This design comes from an exercise in tuning for small area on the open sky130 flow, not from production work. Where RTL was checked, it was by simulation tests only, not by an equivalence proof against the original.

==> flow/design.v (excerpt) <==
module fse_lms_updater (
   input  logic         clk,
   input  logic         i_reset,
   input  logic [7:0]   i_is_data_I,
   input  logic [7:0]   i_is_data_Q,
   input  logic         i_ctrl,
   input  logic         i_baud,
   input  logic [11:0]  i_fse_I,
   input  logic [11:0]  i_fse_Q,
   input  logic         i_en_rx,
   input  logic         i_en_lms,
   output logic [71:0]  o_taps_I,
   output logic [71:0]  o_taps_Q,
   output logic         o_en_taps,
   output logic         o_overrun
);
   logic [3:0]  r_cnt;
   logic        r_stale;       
   logic [3:0]  r_fill;        
   logic [8:0]  r_poh;         
   logic        w_idle, w_acc, w_step, w_commit;
   assign w_idle   = (r_cnt == 4'd0);
   assign w_acc    = w_idle & i_baud & i_en_lms;
   assign w_step   = (r_cnt != 4'd0) & (r_cnt <= 4'd9);
   assign w_commit = (r_cnt == 4'd11);
   logic [71:0] r_xI, r_xQ;
   always_ff @(posedge clk) begin
      if (i_ctrl) begin
         r_xI <= {r_xI[63:0], i_is_data_I};
         r_xQ <= {r_xQ[63:0], i_is_data_Q};
      end
   end
   logic [8:0] w_poh, w_sel;
   assign w_poh = w_idle ? 9'h100 : r_poh;
   for (genvar i = 0; i < 9; i++) begin : g_sel
      assign w_sel[i] = w_poh[i] & (r_fill > 4'(i));
   end
   logic [7:0]        w_xrI, w_xrQ;
   always_comb begin
      w_xrI = 8'd0;
      w_xrQ = 8'd0;
      for (int i = 0; i < 9; i++) begin
         w_xrI = w_xrI | ({8{w_sel[i]}} & r_xI[i*8 +: 8]);
         w_xrQ = w_xrQ | ({8{w_sel[i]}} & r_xQ[i*8 +: 8]);
      end
   end
   logic [11:0] w_brI, w_brQ, r_rI, r_rQ;
   assign w_brI[0]   = w_xrI[0] ^ 1'b0;
   assign w_brI[1] = (w_xrI[1] & ~w_xrI[0] & ~1'b0) | (~w_xrI[1] & w_xrI[0] & 1'b0);
   assign w_brI[2] = w_xrI[1];
   assign w_brI[3]   = w_xrI[2] ^ w_xrI[1];
   assign w_brI[4] = (w_xrI[3] & ~w_xrI[2] & ~w_xrI[1]) | (~w_xrI[3] & w_xrI[2] & w_xrI[1]);
   assign w_brI[5] = w_xrI[3];
   assign w_brI[6]   = w_xrI[4] ^ w_xrI[3];
   assign w_brI[7] = (w_xrI[5] & ~w_xrI[4] & ~w_xrI[3]) | (~w_xrI[5] & w_xrI[4] & w_xrI[3]);
   assign w_brI[8] = w_xrI[5];
  ...
clock: 13.0 ns
lec_check: 0
cap_margin: 5
core_margin: 2
core_utilization: 55
slew_margin: 5
synth_hierarchical: 1
standard.sh (not shown) runs the stock make flow with config.mk's settings and CLKGATE_MAP_FILE= SYNTH_SCRIPT=/design/flow/synth_recipe.tcl, a recipe that flattens the netlist after the stock synthesis.
==> flow/flow/run.sh <==
#!/bin/bash
# Own layout flow: the standard synthesis (standard.sh synth, unchanged),
# then the drive-1 resizing of flow/downsize.tcl on the synthesized netlist,
# then the standard ORFS layout (standard.sh finish) with minimum-size port
# buffers and a clock tree built without dummy loads from larger sink
# clusters. ORFS writes each tool's full log under orfs/logs/; the output of
# each command run here goes to a log file of its own in this folder.
set -euo pipefail
bash standard.sh synth > make_synth.log 2>&1
R=orfs/results/${FLOW_PLATFORM}/fse_lms_updater/base
LIB_FILE=${FLOW_HOME}/platforms/${FLOW_PLATFORM}/lib/sky130_fd_sc_hd__tt_025C_1v80.lib \
ODB=$R/1_synth.odb MAX_FANOUT=4 \
  openroad -no_init -exit flow/downsize.tcl > downsize.log 2>&1
touch $R/1_synth.sdc
export BUFFER_PORTS_ARGS="-buffer_cell sky130_fd_sc_hd__buf_1"
export CTS_ARGS="-sink_clustering_enable -repair_clock_nets -dont_use_dummy_load -buf_list sky130_fd_sc_hd__clkbuf_16 -sink_clustering_size 30 -sink_clustering_max_diameter 80"
bash standard.sh finish > make_layout.log 2>&1
==> flow/flow/downsize.tcl <==
# Resize the synthesized netlist's logic cells to drive strength 1 where the
# drive-1 cell is smaller and the cell drives few loads (ABC maps the small
# tree cells of the datapath with drive-2 cells). Registers, buffers,
# inverters and clock cells are left alone; the placement's repair_design and
# repair_timing size cells up again where slew or timing need it.
read_liberty $::env(LIB_FILE)
read_db $::env(ODB)
set lib [lindex [get_libs *] 0]
set n 0
set saved 0.0
foreach inst [get_cells *] {
  set m [get_property $inst ref_name]
  if {![regexp {^(sky130_fd_sc_hd__([a-z0-9]+))_([0-9]+)$} $m -> base fn drive]} { continue }
  if {$drive == 1} { continue }
  if {[regexp {^(df|edf|sdf|dl|buf|clk|inv|bufinv|conb|tap|fill|decap|diode|dly|probe|lpflow)} $fn]} { continue }
  set small [get_lib_cells -quiet */${base}_1]
  if {$small eq ""} { continue }
  set a_old [get_property [get_lib_cells */$m] area]
  set a_new [get_property $small area]
  if {$a_new >= $a_old} { continue }
  set fo 0
  foreach p [get_pins -of_objects $inst -filter "direction == output"] {
    set net [get_nets -quiet -of_objects $p]
    if {$net ne ""} { incr fo [llength [get_pins -quiet -of_objects $net -filter "direction == input"]] }
  }
  if {$fo > $::env(MAX_FANOUT)} { continue }
  replace_cell [get_full_name $inst] ${base}_1
  incr n
  set saved [expr {$saved + $a_old - $a_new}]
}
puts "downsize: resized $n cells, saved [format %.1f $saved] um2"
write_db $::env(ODB)
Change:
--- a/flow/flow/run.sh
+++ b/flow/flow/run.sh
@@ -12 +12 @@
-ODB=$R/1_synth.odb MAX_FANOUT=4 \
+ODB=$R/1_synth.odb MAX_FANOUT=16 \
CAP_MARGIN = 20   (was 5)
CORE_UTILIZATION = 70   (was 55)
SLEW_MARGIN = 20   (was 5)
=> The new run finished clean. Routed wire length shrinks by 2.5%. Synthesized cell count is unchanged. Via count grows by 2.3%. Count of clock-buffer cells in the layout shrinks by 5. Sequential share of layout area grows by 0.59 points. Worst setup slack is better by 0.044 ns. Final cell count shrinks by 5.8%. Cell area shrinks by 0.99%. First-iteration DRC count grows by 30%.
Change:
--- a/flow/flow/run.sh
+++ b/flow/flow/run.sh
@@ -12 +12 @@
-ODB=$R/1_synth.odb MAX_FANOUT=16 \
+ODB=$R/1_synth.odb MAX_FANOUT=4 \
CORE_UTILIZATION = 55   (was 70)
=>
- The changed run passed the timing, design-rule and antenna checks
- critical path depth does not change
- worst setup slack gets worse by 0.036 ns
- count of clock-buffer cells in the layout rises by 5
- first-iteration DRC count is lower by 23%
Change:
CORE_UTILIZATION = 72   (was 55)
=> The changed run completed with no timing, DRC or antenna violations. Hold slack loses 0.012 ns. Routed wire length climbs slightly. Flip-flop and latch count stays the same. Via count rises by a few percent. Register-to-register slack hardly moves. Critical path depth stays the same.
Change:
--- a/flow/flow/run.sh
+++ b/flow/flow/run.sh
@@ -16 +16 @@
-export CTS_ARGS="-sink_clustering_enable -repair_clock_nets -dont_use_dummy_load -buf_list sky130_fd_sc_hd__clkbuf_16 -sink_clustering_size 30 -sink_clustering_max_diameter 80"
+export CTS_ARGS="-sink_clustering_enable -repair_clock_nets -dont_use_dummy_load -buf_list \"sky130_fd_sc_hd__clkbuf_8 sky130_fd_sc_hd__clkbuf_16\" -sink_clustering_size 20 -sink_clustering_max_diameter 50"
CORE_UTILIZATION = 55   (was 72)
The new run finished with timing, DRC and antenna clean.
Cell count rises by 7.3%.
Worst hold slack got worse by 0.031 ns.
Setup slack gets better by 0.017 ns.
Final area increases by 2.9%.
Routed wire length fell by 0.63%.
Count of clock-buffer cells in the layout came out higher by 32.
Register-to-register slack is better by 0.02 ns.
Die area grows by 30%.
Critical path depth is unchanged.
Core utilization shrinks by 17 points.
Area after synthesis is unchanged.

---

fse_lms_updater, a different RTL version from the one above (not shown whole).
Size in the first run: roughly 2100 cells after synthesis, ~190 I/O pins, roughly 0.033 sq mm of cells after synthesis.
// fse_lms_updater
module fse_lms_updater (
   input  logic         clk,
   input  logic         i_reset,
   input  logic [7:0]   i_is_data_I,
   input  logic [7:0]   i_is_data_Q,
   input  logic         i_ctrl,
   input  logic         i_baud,
   input  logic [11:0]  i_fse_I,
   input  logic [11:0]  i_fse_Q,
   input  logic         i_en_rx,
   input  logic         i_en_lms,
   output logic [71:0]  o_taps_I,
   output logic [71:0]  o_taps_Q,
   output logic         o_en_taps,
   output logic         o_overrun
);
==> flow/config.mk <==
export PLATFORM = sky130hd
export DESIGN_NAME = fse_lms_updater
export DESIGN_NICKNAME = fse_lms_updater
export VERILOG_FILES = /design/flow/design.v
export SDC_FILE = /design/flow/constraint.sdc
export NUM_CORES = 4
export LEC_CHECK = 0
export CAP_MARGIN = 20
export CORE_MARGIN = 2
export CORE_UTILIZATION = 40
export SLEW_MARGIN = 20
export SYNTH_HIERARCHICAL = 1
==> flow/constraint.sdc <==
create_clock -name core_clock -period 13.0 [get_ports {clk}]
set_input_delay 2.6000 -clock core_clock [delete_from_list [all_inputs] [get_ports {clk}]]
set_output_delay 2.6000 -clock core_clock [all_outputs]
set_load 0.01 [all_outputs]
==> flow/flow/run.sh <==
#!/bin/bash
# Own layout flow: the standard synthesis (standard.sh synth, unchanged),
# then the drive-1 resizing of flow/downsize.tcl on the synthesized netlist,
# then the standard ORFS layout (standard.sh finish) with minimum-size port
# buffers and a clock tree built without dummy loads from larger sink
# clusters. ORFS writes each tool's full log under orfs/logs/; the output of
# each command run here goes to a log file of its own in this folder.
set -euo pipefail
bash standard.sh synth > make_synth.log 2>&1
R=orfs/results/${FLOW_PLATFORM}/fse_lms_updater/base
LIB_FILE=${FLOW_HOME}/platforms/${FLOW_PLATFORM}/lib/sky130_fd_sc_hd__tt_025C_1v80.lib \
ODB=$R/1_synth.odb MAX_FANOUT=4 \
  openroad -no_init -exit flow/downsize.tcl > downsize.log 2>&1
touch $R/1_synth.sdc
export BUFFER_PORTS_ARGS="-buffer_cell sky130_fd_sc_hd__buf_1"
export CTS_ARGS="-sink_clustering_enable -repair_clock_nets -dont_use_dummy_load -buf_list sky130_fd_sc_hd__clkbuf_16 -sink_clustering_size 30 -sink_clustering_max_diameter 80"
bash standard.sh finish > make_layout.log 2>&1
Scripts as last shown in full above: flow/flow/downsize.tcl
The starting point produced a clean layout.
Edit:
--- a/flow/flow/run.sh
+++ b/flow/flow/run.sh
@@ -16 +16 @@
-export CTS_ARGS="-sink_clustering_enable -repair_clock_nets -dont_use_dummy_load -buf_list sky130_fd_sc_hd__clkbuf_16 -sink_clustering_size 30 -sink_clustering_max_diameter 80"
+export CTS_ARGS="-sink_clustering_enable -repair_clock_nets -dont_use_dummy_load -buf_list sky130_fd_sc_hd__clkbuf_16 -sink_clustering_size 26 -sink_clustering_max_diameter 70"
--- a/flow/config.mk
+++ b/flow/config.mk
@@ -10 +10 @@
-export CORE_UTILIZATION = 40
+export CORE_UTILIZATION = 65
The new run passed the timing, design-rule and antenna checks; core utilization rose by 27 points; critical path depth drops by 1; final area came out lower by 1.1%; first-iteration DRC count rose by 8.5%.
Edit:
--- a/flow/flow/run.sh
+++ b/flow/flow/run.sh
@@ -16 +16 @@
-export CTS_ARGS="-sink_clustering_enable -repair_clock_nets -dont_use_dummy_load -buf_list sky130_fd_sc_hd__clkbuf_16 -sink_clustering_size 26 -sink_clustering_max_diameter 70"
+export CTS_ARGS="-sink_clustering_enable -repair_clock_nets -dont_use_dummy_load -buf_list sky130_fd_sc_hd__clkbuf_16 -sink_clustering_size 30 -sink_clustering_max_diameter 80"
--- a/flow/config.mk
+++ b/flow/config.mk
@@ -10 +10 @@
-export CORE_UTILIZATION = 65
+export CORE_UTILIZATION = 55
Clock skew grows by 5.6 ps.
Clock-buffer cell count shrinks by 3.
Routed wire length grows by 1.4%.
Critical path depth grows by 1.
Via count shrinks by 1.3%.
Setup slack improves by 62 ps.
Die area grows by 18%.
Edit:
--- a/flow/config.mk
+++ b/flow/config.mk
@@ -10 +10,2 @@
-export CORE_UTILIZATION = 55
+export CORE_UTILIZATION = 40
+export GPL_TIMING_DRIVEN = 0
Die area is higher by well over a third.
Hold slack degrades by 4.7 ps.
Design area is higher by a few percent.
Routed wire length is higher by a few percent.
Via count is higher by a few percent.
Final cell count is higher by roughly a tenth.
Core utilization is lower by 15 points.
Global-route usage is lower by 5.6 points.
Non-clock buffer count is higher by 41.
Fmax is lower slightly.
No functional check of the RTL was part of any run of this note.

---

fse_lms_updater, a different RTL version from the one above (not shown whole).
Size in the first run: about 2100 cells after synthesis, roughly 190 I/O pins.
==> flow/config.mk <==
export PLATFORM = sky130hd
export DESIGN_NAME = fse_lms_updater
export DESIGN_NICKNAME = fse_lms_updater
export VERILOG_FILES = /design/flow/design.v
export SDC_FILE = /design/flow/constraint.sdc
export NUM_CORES = 4
export LEC_CHECK = 0
export CAP_MARGIN = 20
export CORE_MARGIN = 2
export CORE_UTILIZATION = 40
export GPL_TIMING_DRIVEN = 0
export SLEW_MARGIN = 20
export SYNTH_HIERARCHICAL = 1
==> flow/constraint.sdc <==
create_clock -name core_clock -period 13.0 [get_ports {clk}]
set_input_delay 2.6000 -clock core_clock [delete_from_list [all_inputs] [get_ports {clk}]]
set_output_delay 2.6000 -clock core_clock [all_outputs]
set_load 0.01 [all_outputs]
==> flow/flow/run.sh <==
#!/bin/bash
# Own layout flow: the standard synthesis (standard.sh synth, unchanged),
# then the drive-1 resizing of flow/downsize.tcl on the synthesized netlist,
# then the standard ORFS layout (standard.sh finish) with minimum-size port
# buffers and a clock tree built without dummy loads from larger sink
# clusters. ORFS writes each tool's full log under orfs/logs/; the output of
# each command run here goes to a log file of its own in this folder.
set -euo pipefail
bash standard.sh synth > make_synth.log 2>&1
R=orfs/results/${FLOW_PLATFORM}/fse_lms_updater/base
LIB_FILE=${FLOW_HOME}/platforms/${FLOW_PLATFORM}/lib/sky130_fd_sc_hd__tt_025C_1v80.lib \
ODB=$R/1_synth.odb MAX_FANOUT=4 \
  openroad -no_init -exit flow/downsize.tcl > downsize.log 2>&1
touch $R/1_synth.sdc
export BUFFER_PORTS_ARGS="-buffer_cell sky130_fd_sc_hd__buf_1"
export CTS_ARGS="-sink_clustering_enable -repair_clock_nets -dont_use_dummy_load -buf_list sky130_fd_sc_hd__clkbuf_16 -sink_clustering_size 30 -sink_clustering_max_diameter 80"
bash standard.sh finish > make_layout.log 2>&1
Scripts as last shown in full above: flow/flow/downsize.tcl
==> next run, changes <==
CORE_UTILIZATION = 55   (was 40)
GPL_TIMING_DRIVEN = not set   (was 0)
Result: The new run finished clean; final area decreases by 3.6%; routed wire length goes up by 0.51%; via count goes down by 1.3%; critical path depth falls by 4; clock skew came out higher by 32 ps; cell count shrinks by 10%.
==> next run, changes <==
CORE_UTILIZATION = 40   (was 55)
Clock skew fell by 56 ps.
Routed wire length fell by 2.7%.
Cell area rose by 1.3%.

---

== the previous run ==
RTL: one of the versions met above, not the one the previous note started from.
Size in the first run: roughly 190 I/O pins, roughly 33000 µm² of cells after synthesis.
clock: 13.0 ns
lec_check: 0
cap_margin: 20
core_margin: 2
core_utilization: 70
slew_margin: 20
synth_hierarchical: 1
Scripts as last shown in full above: flow/flow/run.sh, flow/flow/downsize.tcl
The previous run completed; timing, DRC and antenna clean
The following lists how the current run was set up differently from the previous run:
# the previous run
export LEC_CHECK = 0
export CAP_MARGIN = 20
export CORE_MARGIN = 2
export CORE_UTILIZATION = 70
export SLEW_MARGIN = 20
export SYNTH_HIERARCHICAL = 1
create_clock -name core_clock -period 13.0 [get_ports {clk}]
# the current run
export LEC_CHECK = 0
export CAP_MARGIN = 20
export CORE_MARGIN = 2
export CORE_UTILIZATION = 65
export SLEW_MARGIN = 20
export SYNTH_HIERARCHICAL = 1
create_clock -name core_clock -period 13.0 [get_ports {clk}]
==> results.txt <==
- The current run vs the previous run: final worst-path cycle share down in the current run
- Higher detailed-placement wirelength estimate goes to the previous run over the current run.
- Between the current run and the previous run, height of the chip is higher for the current run, the previous run comes in under that.
- Horizontal die dimension: the current run higher than the previous run
- Delta (the current run minus the previous run): proportion of final cell area spent on non-clock buffers was more or less identical; floorplan core area went up by about 8%; setup slack of the worst register-to-register path went up by 90 ps.
- Compared with the previous run, the current run shows a routed wirelength normalized by instance count that is 3.9% lower.
- Of the two values seen for worst setup path endpoint, r_aQn[173] was produced by the current run and r_aQn[176] by the previous run.

## separate check: timing with driven ports
In the flow no input, the clock included, has a driving cell. The finished layouts below were timed again as built, in two steps. Step 1 assumes that a clkbuf_16 drives the clock port and a buf_2 every other input. Step 2, shift: input delay + t, output delay - t, t = (earliest + latest rising clock arrival at the registers) / 2. This alone moves slack from input paths to output paths. Slacks: no drivers / after step 1 / after step 2; pairs: no drivers / after step 1.
run | t (ns) | slack for setup (ns) | clock arrival spread, ns | worst data-port slew with drivers (ns) | pins driven straight from the clock port
the first run of note 1 | 0.608 | 0.835 / 0.835 / 0.835 | 0.093 / 0.094 | 0.04 | 1
the second run of note 1 | 0.658 | 0.880 / 0.880 / 0.880 | 0.065 / 0.065 | 0.04 | 1
the third run of note 1 | 0.609 | 0.843 / 0.843 / 0.843 | 0.096 / 0.097 | 0.04 | 1
the fourth run of note 1 | 0.655 | 0.831 / 0.831 / 0.831 | 0.093 / 0.092 | 0.04 | 1
the fifth run of note 1 | 0.655 | 0.847 / 0.847 / 0.847 | 0.103 / 0.103 | 0.04 | 1
the first run of note 2 | 0.619 | 0.553 / 0.553 / 0.553 | 0.088 / 0.089 | 0.07 | 1
the second run of note 2 | 0.623 | 0.529 / 0.529 / 0.529 | 0.084 / 0.083 | 0.04 | 1
the third run of note 2 | 0.608 | 0.592 / 0.592 / 0.592 | 0.092 / 0.093 | 0.05 | 1
the fourth run of note 2 | 0.612 | 0.427 / 0.427 / 0.427 | 0.102 / 0.102 | 0.04 | 1
the first run of note 3 | 0.613 | 0.502 / 0.502 / 0.502 | 0.090 / 0.091 | 0.04 | 1
the second run of note 3 | 0.595 | 0.674 / 0.674 / 0.674 | 0.124 / 0.124 | 0.04 | 1
the third run of note 3 | 0.621 | 0.694 / 0.694 / 0.694 | 0.080 / 0.079 | 0.04 | 1
the previous run | 0.658 | 0.880 / 0.880 / 0.880 | 0.065 / 0.065 | 0.04 | 1
the current run | 0.659 | 0.973 / 0.973 / 0.973 | 0.065 / 0.066 | 0.05 | 1
After both steps setup and hold are still met in every run listed.
